Background: an optimization exercise with open tools, aiming at small area and a short achievable clock period. Do not read the settings as production practice. Where RTL was checked, it was by simulation tests only, not by an equivalence proof against the original. Power and IR drop assume default switching activity.

run a:
==> flow/design.v <==
package lru_pkg;
    localparam int WAYS  = 8;
    localparam int IDX_W = 7;
    typedef enum logic [2:0] {
        ST_IDLE   = 3'd0,
        ST_LOOKUP = 3'd1,
        ST_REFILL = 3'd2,
        ST_UPDATE = 3'd3,
        ST_RESP   = 3'd4
    } state_e;
endpackage
module lru_victim_sel #(
    parameter int WAYS = lru_pkg::WAYS
) (
    input  logic            i_clean,
    input  logic [3:0]      i_nvalid,
    input  logic [3:0]      i_first,
    input  logic [WAYS-1:0] i_lru_flag,
    output logic            o_hit,
    output logic [2:0]      o_way_idx,
    output logic            o_notfull
);
    logic [2:0] flag_idx;
    logic       flag_onehot;
    always_comb begin
        o_hit       = (i_first < i_nvalid);
        flag_onehot = (i_lru_flag != '0) &&
                      ((i_lru_flag & (i_lru_flag - WAYS'(1))) == '0);
        flag_idx    = '0;
        for (int k = 0; k < WAYS; k++) begin
            if (i_lru_flag[k]) flag_idx = flag_idx | 3'(k);
        end
        o_notfull   = !(i_clean && i_nvalid[3]);
        if (o_hit)            o_way_idx = i_first[2:0];
        else if (!i_clean)    o_way_idx = 3'd0;
        else if (o_notfull)   o_way_idx = i_nvalid[2:0];
        else if (flag_onehot) o_way_idx = flag_idx;
        else                  o_way_idx = 3'd7;
    end
endmodule
module lru_replace_ctrl #(
    parameter int WAYS  = lru_pkg::WAYS,
    parameter int IDX_W = lru_pkg::IDX_W
) (
    input  logic             clk,
    input  logic             rst,
    input  logic             i_req_valid,
    output logic             o_req_ready,
    input  logic [IDX_W-1:0] i_req_addr_7,
    input  logic [WAYS-1:0]  i_req_match_8,
    output logic [IDX_W-1:0] o_lru_addr_7,
    output logic [WAYS-1:0]  o_lru_hit_way_8,
    output logic             o_lru_hit_sig,
    output logic             o_lru_update,
    input  logic [WAYS-1:0]  i_lru_flag_8,
    output logic             o_refill_valid,
    output logic [WAYS-1:0]  o_refill_way_8,
    output logic [IDX_W-1:0] o_refill_addr_7,
    input  logic             i_refill_done,
    output logic             o_resp_valid,
    output logic             o_resp_hit,
    output logic [WAYS-1:0]  o_resp_way_8,
    input  logic             i_resp_ready,
    output logic             o_multi_hit_err
);
    localparam int RINGS = (1 << IDX_W) / 8;
    localparam int RW    = IDX_W - 3;
    function automatic logic [6:0] pair_enc(input logic [3:0] a, input logic [3:0] b);
        if (a[3])      pair_enc = {3'b100, b};
        else if (b[3]) pair_enc = {4'b1100, a[2:0]};
        else           pair_enc = {1'b0, a[2:0], b[2:0]};
    endfunction
    function automatic logic [3:0] pair_a(input logic [6:0] c);
        if (!c[6])     pair_a = {1'b0, c[5:3]};
        else if (!c[5]) pair_a = 4'd8;
        else           pair_a = {1'b0, c[2:0]};
    endfunction
    function automatic logic [3:0] pair_b(input logic [6:0] c);
        if (!c[6])     pair_b = {1'b0, c[2:0]};
        else if (!c[5]) pair_b = c[3:0];
        else           pair_b = 4'd8;
    endfunction
    logic st_idle, st_lookup, st_refill, st_update, st_resp;
    logic [1:0]       ptr_q;
    logic             swept_q;
    logic [IDX_W-1:0] addr_q;
    logic [3:0]       first_q;
    logic [8:1]       sec_lt_q;
    logic [3:0]       first_d;
    logic [3:0]       second_d;
    logic [8:1]       sec_lt_d;
    logic             is8, use_hi, lt_hi, lt_lo;
    logic [6:0]       ccode_q;
    logic             cclean_q;
    logic             odd_q;
    logic [2:0]       way_q;
    logic             hit_q;
    logic             promote_q;
    logic [6:0]       wcode_q;
    logic [6:0]       pc [RINGS][4];
    logic             sel_hit, sel_multi, sel_notfull;
    logic [2:0]       sel_way;
    logic [6:0]       code;
    logic [3:0]       cnt_a, cnt_b, new_a, new_b;
    logic             fill;
    logic [6:0]       new_code;
    logic [6:0]       wr_code;
    logic [RINGS-1:0] we;
    logic [1:0]       rd_pos;
    logic             rd_clean;
    logic [6:0]       rd_code [4];
    always_comb begin
        code  = cclean_q ? ccode_q : 7'd0;
        cnt_a = pair_a(code);
        cnt_b = pair_b(code);
    end
    lru_victim_sel #(.WAYS(WAYS)) u_sel (
        .i_clean     (cclean_q),
        .i_nvalid    (odd_q ? pair_b(ccode_q) : pair_a(ccode_q)),
        .i_first     (first_q),
        .i_lru_flag  (i_lru_flag_8),
        .o_hit       (sel_hit),
        .o_way_idx   (sel_way),
        .o_notfull   (sel_notfull)
    );
    logic [7:0] hi_dec, lo_dec;
    always_comb begin
        is8    = ccode_q[6] && (ccode_q[5] ? odd_q : (!odd_q || ccode_q[3]));
        use_hi = !ccode_q[6] && !odd_q;
        for (int k = 0; k < 8; k++) begin
            hi_dec[k] = (ccode_q[5:3] == 3'(k));
            lo_dec[k] = (ccode_q[2:0] == 3'(k));
        end
        lt_hi = |(hi_dec[7:1] & sec_lt_q[7:1]);
        lt_lo = |(lo_dec[7:1] & sec_lt_q[7:1]);
        sel_multi = (is8 && sec_lt_q[8]) || (!is8 && use_hi && lt_hi) ||
                    (!is8 && !use_hi && lt_lo);
    end
    always_ff @(posedge clk or posedge rst) begin
        if (rst) begin
            st_idle   <= 1'b1;
            st_lookup <= 1'b0;
            st_refill <= 1'b0;
            st_update <= 1'b0;
            st_resp   <= 1'b0;
            ptr_q     <= '0;
            swept_q   <= 1'b0;
        end else begin
            st_idle   <= (st_idle && !i_req_valid) || (st_resp && i_resp_ready);
            st_lookup <= st_idle && i_req_valid;
            st_refill <= (st_lookup && !sel_hit) || (st_refill && !i_refill_done);
            st_update <= (st_lookup && sel_hit) || (st_refill && i_refill_done);
            st_resp   <= st_update || (st_resp && !i_resp_ready);
            ptr_q     <= ptr_q + 2'd1;
            if (ptr_q == 2'd3) swept_q <= 1'b1;
        end
    end
    always_comb begin
        for (int j = 0; j < 4; j++) begin
            rd_code[j] = pc[i_req_addr_7[IDX_W-1:3]][j];
        end
        rd_pos   = i_req_addr_7[2:1] + ptr_q;
        rd_clean = swept_q || (rd_pos < ptr_q);
        first_d  = 4'd8;
        second_d = 4'd8;
        for (int k = WAYS-1; k >= 0; k--) begin
            if (i_req_match_8[k]) begin
                second_d = first_d;
                first_d  = 4'(k);
            end
        end
        if (!rd_clean) begin
            first_d  = 4'd8;
            second_d = 4'd8;
        end
        for (int k = 1; k <= 8; k++) begin
            sec_lt_d[k] = (second_d < 4'(k));
        end
    end
    always_ff @(posedge clk) begin
        first_q  <= first_d;
        sec_lt_q <= sec_lt_d;
        ccode_q  <= rd_code[rd_pos];
        cclean_q <= rd_clean;
        odd_q    <= i_req_addr_7[0];
        if (st_idle) addr_q <= i_req_addr_7;
        if (st_lookup) begin
            way_q     <= sel_way;
            hit_q     <= sel_hit;
            promote_q <= sel_hit || sel_notfull;
            wcode_q   <= new_code;
        end
    end
    always_comb begin
        fill     = !sel_hit && sel_notfull;
        new_a    = (fill && !odd_q) ? cnt_a + 4'd1 : cnt_a;
        new_b    = (fill &&  odd_q) ? cnt_b + 4'd1 : cnt_b;
        new_code = pair_enc(new_a, new_b);
        wr_code  = st_lookup ? new_code : wcode_q;
        for (int r = 0; r < RINGS; r++) begin
            we[r] = !st_idle && (addr_q[IDX_W-1:3] == RW'(r)) &&
                    (2'(addr_q[2:1] + ptr_q) == 2'd3);
        end
    end
    always_ff @(posedge clk) begin
        for (int r = 0; r < RINGS; r++) begin
            pc[r][0] <= we[r] ? wr_code : (swept_q ? pc[r][3] : 7'd0);
            for (int j = 1; j < 4; j++) begin
                pc[r][j] <= pc[r][j-1];
            end
        end
    end
    logic [WAYS-1:0] way_dec;
    always_comb begin
        for (int k = 0; k < WAYS; k++) begin
            way_dec[k] = (way_q == 3'(k));
        end
        o_req_ready     = st_idle && !rst;
        o_lru_addr_7    = st_idle ? '0 : addr_q;
        o_refill_addr_7 = st_idle ? '0 : addr_q;
        o_multi_hit_err = st_lookup && sel_multi;
        o_refill_valid  = st_refill;
        o_refill_way_8  = st_refill ? way_dec : '0;
        o_lru_update    = st_update;
        o_lru_hit_sig   = st_update && promote_q;
        o_lru_hit_way_8 = (st_update && promote_q) ? way_dec : '0;
        o_resp_valid    = st_resp;
        o_resp_hit      = st_resp && hit_q;
        o_resp_way_8    = st_resp ? way_dec : '0;
    end
endmodule
export LEC_CHECK = 0
export ABC_AREA = 1
export CAP_MARGIN = 20
export CORE_MARGIN = 2
export CORE_UTILIZATION = 35
export CTS_CLUSTER_DIAMETER = 100
export CTS_CLUSTER_SIZE = 30
export SETUP_SLACK_MARGIN = 4.6
export SLEW_MARGIN = 20
create_clock -name core_clock -period 8.0 [get_ports {clk}]
standard.sh (not shown) runs the stock make flow with config.mk's settings and CLKGATE_MAP_FILE= SYNTH_SCRIPT=/design/flow/synth_recipe.tcl, a recipe that flattens the netlist after the stock synthesis.
==> flow/flow/run.sh <==
#!/bin/bash
# The standard layout (standard.sh, its synthesis script included) with
# three changes:
#  - ABC maps the logic with flow/abc_area.script (ABC_AREA is 1), an
#    area-recovering mapping, in place of ORFS's abc_area.script; the flow
#    scripts are otherwise ORFS's own, copied unchanged;
#  - the port buffers are plain buffers;
#  - timing repair may change a cell's footprint when it resizes it.
set -e
rm -rf scripts_abc
cp -r "$FLOW_HOME/scripts" scripts_abc
cp flow/abc_area.script scripts_abc/abc_area.script
bash standard.sh SCRIPTS_DIR="$PWD/scripts_abc" MATCH_CELL_FOOTPRINT=0 \
    "BUFFER_PORTS_ARGS=-buffer_cell sky130_fd_sc_hd__buf_2" finish > standard.log 2>&1
==> flow/flow/abc_area.script <==
&get -n
&st
&dch
&nf -R 1000
&put
topo
stime -c
buffer -c
upsize -c
dnsize -c
#### Input delta (run b over run a)
--- a/flow/design.v
+++ b/flow/design.v
@@ -74,13 +74,13 @@
         if (!c[6])     pair_a = {1'b0, c[5:3]};
         else if (!c[5]) pair_a = 4'd8;
         else           pair_a = {1'b0, c[2:0]};
     endfunction
     function automatic logic [3:0] pair_b(input logic [6:0] c);
         if (!c[6])     pair_b = {1'b0, c[2:0]};
-        else if (!c[5]) pair_b = c[3:0];
+        else if (!c[5]) pair_b = c[3] ? 4'd8 : {1'b0, c[2:0]};
         else           pair_b = 4'd8;
     endfunction
     logic st_idle, st_lookup, st_refill, st_update, st_resp;
     logic [1:0]       ptr_q;
     logic             swept_q;
     logic [IDX_W-1:0] addr_q;
@@ -142,13 +142,15 @@
             st_lookup <= 1'b0;
             st_refill <= 1'b0;
             st_update <= 1'b0;
             st_resp   <= 1'b0;
             ptr_q     <= '0;
             swept_q   <= 1'b0;
+            sec_lt_q  <= '0;
         end else begin
+            sec_lt_q  <= sec_lt_d;
             st_idle   <= (st_idle && !i_req_valid) || (st_resp && i_resp_ready);
             st_lookup <= st_idle && i_req_valid;
             st_refill <= (st_lookup && !sel_hit) || (st_refill && !i_refill_done);
             st_update <= (st_lookup && sel_hit) || (st_refill && i_refill_done);
             st_resp   <= st_update || (st_resp && !i_resp_ready);
             ptr_q     <= ptr_q + 2'd1;
@@ -171,18 +173,17 @@
         end
         if (!rd_clean) begin
             first_d  = 4'd8;
             second_d = 4'd8;
         end
         for (int k = 1; k <= 8; k++) begin
-            sec_lt_d[k] = (second_d < 4'(k));
+            sec_lt_d[k] = (second_d < 4'(k)) && i_req_valid && st_idle;
         end
     end
     always_ff @(posedge clk) begin
         first_q  <= first_d;
-        sec_lt_q <= sec_lt_d;
         ccode_q  <= rd_code[rd_pos];
         cclean_q <= rd_clean;
         odd_q    <= i_req_addr_7[0];
         if (st_idle) addr_q <= i_req_addr_7;
         if (st_lookup) begin
             way_q     <= sel_way;
@@ -215,13 +216,13 @@
         for (int k = 0; k < WAYS; k++) begin
             way_dec[k] = (way_q == 3'(k));
         end
         o_req_ready     = st_idle && !rst;
         o_lru_addr_7    = st_idle ? '0 : addr_q;
         o_refill_addr_7 = st_idle ? '0 : addr_q;
-        o_multi_hit_err = st_lookup && sel_multi;
+        o_multi_hit_err = sel_multi;
         o_refill_valid  = st_refill;
         o_refill_way_8  = st_refill ? way_dec : '0;
         o_lru_update    = st_update;
         o_lru_hit_sig   = st_update && promote_q;
         o_lru_hit_way_8 = (st_update && promote_q) ? way_dec : '0;
         o_resp_valid    = st_resp;
[summary]
No run among run b and run a stopped early or left any final violation; all are clean.
Of run b and run a, it is run b that has the lower clock-buffer cell count.
Source-to-sink clock delay at the later pin of the worst-skew pair across run b and run a: no real change.
Maximum number of pins on one net before global-route repair shrinks by more than a quarter when moving from run a to run b.
On number of hold-repair buffers added at the cts stage, run b tracks run a almost exactly.
Going from run a to run b, routed wire length picked up an extra 8.3%; die width neither gained nor lost much.
In the tables for run b and run a, final weighted congestion in routability-driven placement reads lower with run a.
Re fraction of power consumed by combinational cells: run b and run a aren't equal, and the lower value belongs to run b.
Cmp run b and run a / wire length of the first global-routing pass / lower: run a
Side by side, post-CTS setup buffer count turned out higher in run b than in run a.
Measured against each other, run b and run a differ in utilization, the lower figure coming from run a.
| complex-gate fraction of the synthesized area | lower: run b |
In run b, the number of cells on the critical path came out 2 above the value in run a.
Function not checked in run a: the RTL went through the layout flow alone.

---

Another version of the RTL of lru_replace_ctrl (not shown whole).
For scale: ~1800 cells after synthesis, roughly 500 flip-flops, ~73 I/O pins, roughly 17000 um^2 of cells after synthesis.
export LEC_CHECK = 0
export ABC_AREA = 1
export CAP_MARGIN = 20
export CORE_MARGIN = 2
export CORE_UTILIZATION = 35
export CTS_CLUSTER_DIAMETER = 100
export CTS_CLUSTER_SIZE = 30
export SETUP_SLACK_MARGIN = 4.4
export SLEW_MARGIN = 20
create_clock -name core_clock -period 8.0 [get_ports {clk}]
==> flow/flow/run.sh <==
#!/bin/bash
# The standard layout (the standard.sh, standard synthesis included),
# with the port buffers made of plain buffers and timing repair allowed to
# change a cell's footprint when it resizes it.
bash standard.sh MATCH_CELL_FOOTPRINT=0 "BUFFER_PORTS_ARGS=-buffer_cell sky130_fd_sc_hd__buf_2" finish > standard.log 2>&1
Edit:
--- a/flow/design.v
+++ b/flow/design.v
@@ -10,25 +10,28 @@
     } state_e;
 endpackage
 module lru_victim_sel #(
     parameter int WAYS = lru_pkg::WAYS
 ) (
     input  logic            i_clean,
     input  logic [3:0]      i_nvalid,
     input  logic [3:0]      i_first,
+    input  logic [3:0]      i_second,
     input  logic [WAYS-1:0] i_lru_flag,
     output logic            o_hit,
+    output logic            o_multi_hit,
     output logic [2:0]      o_way_idx,
     output logic            o_notfull
 );
     logic [2:0] flag_idx;
     logic       flag_onehot;
     always_comb begin
         o_hit       = (i_first < i_nvalid);
+        o_multi_hit = (i_second < i_nvalid);
         flag_onehot = (i_lru_flag != '0) &&
                       ((i_lru_flag & (i_lru_flag - WAYS'(1))) == '0);
         flag_idx    = '0;
         for (int k = 0; k < WAYS; k++) begin
             if (i_lru_flag[k]) flag_idx = flag_idx | 3'(k);
         end
         o_notfull   = !(i_clean && i_nvalid[3]);
         if (o_hit)            o_way_idx = i_first[2:0];
@@ -80,21 +83,19 @@
         else if (!c[5]) pair_b = c[3:0];
         else           pair_b = 4'd8;
     endfunction
     logic st_idle, st_lookup, st_refill, st_update, st_resp;
     logic [1:0]       ptr_q;
     logic             swept_q;
     logic [IDX_W-1:0] addr_q;
     logic [3:0]       first_q;
-    logic [8:1]       sec_lt_q;
+    logic [3:0]       second_q;
     logic [3:0]       first_d;
     logic [3:0]       second_d;
-    logic [8:1]       sec_lt_d;
-    logic             is8, use_hi, lt_hi, lt_lo;
     logic [6:0]       ccode_q;
     logic             cclean_q;
     logic             odd_q;
     logic [2:0]       way_q;
     logic             hit_q;
     logic             promote_q;
     logic [6:0]       wcode_q;
     logic [6:0]       pc [RINGS][4];
@@ -113,28 +114,23 @@
         code  = cclean_q ? ccode_q : 7'd0;
         cnt_a = pair_a(code);
         cnt_b = pair_b(code);
     end
     lru_victim_sel #(.WAYS(WAYS)) u_sel (
         .i_clean     (cclean_q),
         .i_nvalid    (odd_q ? pair_b(ccode_q) : pair_a(ccode_q)),
         .i_first     (first_q),
+        .i_second    (second_q),
         .i_lru_flag  (i_lru_flag_8),
         .o_hit       (sel_hit),
+        .o_multi_hit (sel_multi),
         .o_way_idx   (sel_way),
         .o_notfull   (sel_notfull)
     );
-    always_comb begin
-        is8       = ccode_q[6] && (ccode_q[5] ? odd_q : (!odd_q || ccode_q[3]));
-        use_hi    = !ccode_q[6] && !odd_q;
-        lt_hi     = (ccode_q[5:3] == 3'd0) ? 1'b0 : sec_lt_q[ccode_q[5:3]];
-        lt_lo     = (ccode_q[2:0] == 3'd0) ? 1'b0 : sec_lt_q[ccode_q[2:0]];
-        sel_multi = is8 ? sec_lt_q[8] : (use_hi ? lt_hi : lt_lo);
-    end
     always_ff @(posedge clk or posedge rst) begin
         if (rst) begin
             st_idle   <= 1'b1;
             st_lookup <= 1'b0;
             st_refill <= 1'b0;
             st_update <= 1'b0;
             st_resp   <= 1'b0;
             ptr_q     <= '0;
@@ -162,23 +158,20 @@
                 second_d = first_d;
                 first_d  = 4'(k);
             end
         end
         if (!rd_clean) begin
             first_d  = 4'd8;
             second_d = 4'd8;
         end
-        for (int k = 1; k <= 8; k++) begin
-            sec_lt_d[k] = (second_d < 4'(k));
-        end
     end
     always_ff @(posedge clk) begin
         first_q  <= first_d;
-        sec_lt_q <= sec_lt_d;
+        second_q <= second_d;
         ccode_q  <= rd_code[rd_pos];
         cclean_q <= rd_clean;
         odd_q    <= i_req_addr_7[0];
         if (st_idle) addr_q <= i_req_addr_7;
         if (st_lookup) begin
             way_q     <= sel_way;
             hit_q     <= sel_hit;
             promote_q <= sel_hit || sel_notfull;
What happened:
- The new run passed the timing, design-rule and antenna checks
- maximum frequency is about the same
- clock skew is about the same
- utilization barely changes
- design area shrinks by about 2.4%
- wire length shrinks by 2.0%
- die area shrinks by about 2.5%
- via count shrinks by 4.1%
- worst hold slack is worse by 0.017 ns
- power shrinks by 4.0%
- setup slack is better by 0.0099 ns
- sequential share of layout area grows by 0.91 points
- cell count shrinks by about 4%
Function was not checked in any run of this note: the RTL went through the layout flow alone.

==> separate check: timing with driven ports <==
Ports are ideal in the flow. The routed layouts listed here were re-timed in OpenROAD. Step 1 assumes that a clkbuf_16 drives the clock port and a buf_2 every other input. Step 2 times the ports against the registers' clock, not the clock port: input delays grow and output delays shrink by t, the midpoint of the rising clock arrivals with the driver on. Slacks: no drivers / after step 1 / after step 2; pairs: no drivers / after step 1.
run	shift t [ns]	setup slack, ns	hold WS [ns]	slew at the worst register clock pin (ns)	pins driven straight from the clock port
run a	0.594	4.517 / 4.486 / 4.156	0.347 / 0.347 / 0.347	0.11 / 0.11	1
run b	0.581	4.507 / 4.458 / 4.125	0.337 / 0.337 / 0.337	0.12 / 0.12	1
the first run of note 2	0.607	4.070 / 4.012 / 3.930	0.350 / 0.350 / 0.350	0.11 / 0.11	1
the second run of note 2	0.608	4.079 / 4.024 / 3.972	0.333 / 0.333 / 0.333	0.12 / 0.12	1
After both steps every run listed still meets setup and hold. The setup slack of run b, which loses most, moves by -0.049 ns with the drivers and by -0.382 ns with both steps.
